This design comes from an exercise in tuning for small area on the open sky130 flow, not from production work. At most, simulation tests tie the RTL to the original design; equivalence was not proved.

==> inputs of run P <==
// prbs_link_top
module prbs_link_top #(
   parameter int WORD_W     = prbs_link_pkg::DEF_WORD_W,
   parameter int NUM_LANES  = prbs_link_pkg::DEF_NUM_LANES,
   parameter int LOCK_WORDS = prbs_link_pkg::DEF_LOCK_WORDS
) (
   input  logic                                       clk_i,
   input  logic                                       rst_i,
   input  logic [NUM_LANES-1:0][WORD_W-1:0]           rx_words_i,
   input  logic [prbs_link_pkg::sel_w(NUM_LANES)-1:0] chan_sel_i,
   input  logic [prbs_link_pkg::INIT_W-1:0]           err_init_i,
   output logic [WORD_W-1:0]                          tx_word_o,
   output logic [prbs_link_pkg::TOT_W-1:0]            status_o,
   output logic                                       err_flag_o,
   output logic [NUM_LANES-1:0]                       aligned_o
);
==> module error_readout, before the edit <==
module error_readout #(
   parameter int NUM_LANES = prbs_link_pkg::DEF_NUM_LANES
) (
   input  logic                                       clk_i,
   input  logic                                       rst_i,
   input  logic [NUM_LANES-1:0]                       lane_aligned_i,
   input  logic [NUM_LANES-1:0]                       lane_err_i,
   input  logic [NUM_LANES-1:0][prbs_link_pkg::TOT_W-1:0] lane_total_i,
   input  logic [prbs_link_pkg::sel_w(NUM_LANES)-1:0] chan_sel_i,
   input  logic [prbs_link_pkg::INIT_W-1:0]           err_init_i,
   output logic [prbs_link_pkg::TOT_W-1:0]            status_o,
   output logic                                       err_flag_o,
   output logic [NUM_LANES-1:0]                       aligned_o
);
   logic [TOT_W-1:0] sel_total;
   logic [TOT_W:0]   carry;
   logic [TOT_W-1:0] sum;
   logic [TOT_W-1:0] status_d;
   logic             err_any_q;
   logic [NUM_LANES-1:0] sel_oh;
   for (genvar k = 0; k < NUM_LANES; k++)
   begin : g_oh
      assign sel_oh[k] = (chan_sel_i == k);
   end
   always_comb
   begin
      sel_total = '0;
      for (int k = 0; k < NUM_LANES; k++)
      begin
         sel_total = sel_total | (lane_total_i[k] & {TOT_W{sel_oh[k]}});
      end
   end
   assign carry[0] = 1'b0;
   for (genvar i = 0; i < TOT_W; i++)
   begin : g_add
      if (i < INIT_W)
      begin : g_fa
         assign sum[i]     = sel_total[i] ^ err_init_i[i] ^ carry[i];
         assign carry[i+1] = (sel_total[i] & err_init_i[i]) | (sel_total[i] & carry[i]) |
                             (err_init_i[i] & carry[i]);
      end
      else
      begin : g_ha
         assign sum[i]     = sel_total[i] ^ carry[i];
         assign carry[i+1] = sel_total[i] & carry[i];
      end
   end
   assign status_d = sum | {TOT_W{carry[TOT_W]}};
   always_ff @(posedge clk_i)
   begin
      if (rst_i)
      begin
         status_o   <= '0;
         err_flag_o <= 1'b0;
         aligned_o  <= '0;
         err_any_q  <= 1'b0;
      end
      else
      begin
         status_o   <= status_d;
         err_flag_o <= err_any_q;
         aligned_o  <= lane_aligned_i;
         err_any_q  <= |lane_err_i;
      end
   end
endmodule
export LEC_CHECK = 0
export CAP_MARGIN = 20
export CORE_MARGIN = 2
export CORE_UTILIZATION = 60
export CTS_BUF_LIST = sky130_fd_sc_hd__clkbuf_4 sky130_fd_sc_hd__clkbuf_8
export SLEW_MARGIN = 20
export SYNTH_HIERARCHICAL = 1
create_clock -name core_clock -period 12.0 [get_ports {clk_i}]
standard.sh (not shown) runs the stock make flow with config.mk's settings and CLKGATE_MAP_FILE= SYNTH_SCRIPT=/design/flow/synth_recipe.tcl, a recipe that flattens the netlist after the stock synthesis.
==> flow/flow/run.sh <==
#!/bin/bash
set -o pipefail
cp standard.sh standard.sh.txt
export BUFFER_PORTS_ARGS="-buffer_cell sky130_fd_sc_hd__buf_1"
bash standard.sh > standard.log 2>&1
==> inputs of run K, as changes to run P <==
--- a/flow/design.v
+++ b/flow/design.v
@@ -275,17 +275,15 @@
    logic [TOT_W-1:0] sum;
    logic [TOT_W-1:0] status_d;
    logic             err_any_q;
-   logic [NUM_LANES-1:0] sel_oh;
-   for (genvar k = 0; k < NUM_LANES; k++)
-   begin : g_oh
-      assign sel_oh[k] = (chan_sel_i == k);
-   end
    always_comb
    begin
       sel_total = '0;
       for (int k = 0; k < NUM_LANES; k++)
       begin
-         sel_total = sel_total | (lane_total_i[k] & {TOT_W{sel_oh[k]}});
+         if (int'(chan_sel_i) == k)
+         begin
+            sel_total = lane_total_i[k];
+         end
       end
    end
    assign carry[0] = 1'b0;
CORE_UTILIZATION = 40   (was 60)
CTS_BUF_LIST = default   (was sky130_fd_sc_hd__clkbuf_4 sky130_fd_sc_hd__clkbuf_8)
==> inputs of run B, as changes to run P <==
--- a/flow/design.v
+++ b/flow/design.v
@@ -275,17 +275,15 @@
    logic [TOT_W-1:0] sum;
    logic [TOT_W-1:0] status_d;
    logic             err_any_q;
-   logic [NUM_LANES-1:0] sel_oh;
-   for (genvar k = 0; k < NUM_LANES; k++)
-   begin : g_oh
-      assign sel_oh[k] = (chan_sel_i == k);
-   end
    always_comb
    begin
       sel_total = '0;
       for (int k = 0; k < NUM_LANES; k++)
       begin
-         sel_total = sel_total | (lane_total_i[k] & {TOT_W{sel_oh[k]}});
+         if (int'(chan_sel_i) == k)
+         begin
+            sel_total = lane_total_i[k];
+         end
       end
    end
    assign carry[0] = 1'b0;
==> flow/run.sh (new file) <==
#!/bin/bash
# synth_recipe.tcl (not shown) runs the flow's synth.tcl, then flattens the netlist and writes it again
# the make line also repeats each setting of config.mk as NAME=value (left out here)
make -C /OpenROAD-flow-scripts/flow DESIGN_CONFIG=/design/flow/config.mk WORK_HOME=/design/flow/orfs CLKGATE_MAP_FILE= SYNTH_SCRIPT=/design/flow/synth_recipe.tcl finish
CORE_UTILIZATION = 40   (was 60)
CTS_BUF_LIST = default   (was sky130_fd_sc_hd__clkbuf_4 sky130_fd_sc_hd__clkbuf_8)
removed: flow/flow/run.sh
removed: flow/standard.sh
==> summary of the runs <==
- Wire length: run B > run K > run P.
- Via count: run B > run P > run K.
- Sequential share of layout area, highest first: run P, run K, run B.
- Setup slack: run P > run K > run B.
- Utilization: run B is lower than run P (14 points).
No functional check of the RTL was part of run P.

==> port drivers added, routing unchanged <==
In the flow no input, the clock included, has a driving cell. The finished layouts below were timed again as built, in two steps. Step 1: set_driving_cell puts a clkbuf_16 on clk_i and a buf_2 on each other input, an assumption about the parent block. Step 2 also shifts input and output timing later by t, the mid clock arrival at the registers, as if the neighbouring blocks saw the same clock. a / b / c = ideal ports / drivers / drivers and shift; a / b = the first two.
run	shift t [ns]	setup WS [ns]	hold slack, ns	worst setup path after step 2	worst register clock-pin slew, ns
run P	0.660	0.546 / 0.572 / -0.088	0.435 / 0.435 / 0.435	input to register	0.07 / 0.07
run K	0.631	0.516 / 0.543 / -0.088	0.447 / 0.447 / 0.447	input to register	0.06 / 0.06
run B	0.623	0.352 / 0.380 / -0.243	0.448 / 0.448 / 0.448	input to register	0.07 / 0.07
With both steps, setup timing fails in every run listed, where it was met with ideal ports. The setup slack of run P, which loses most, moves by +0.026 ns with the drivers and by -0.634 ns with both steps.
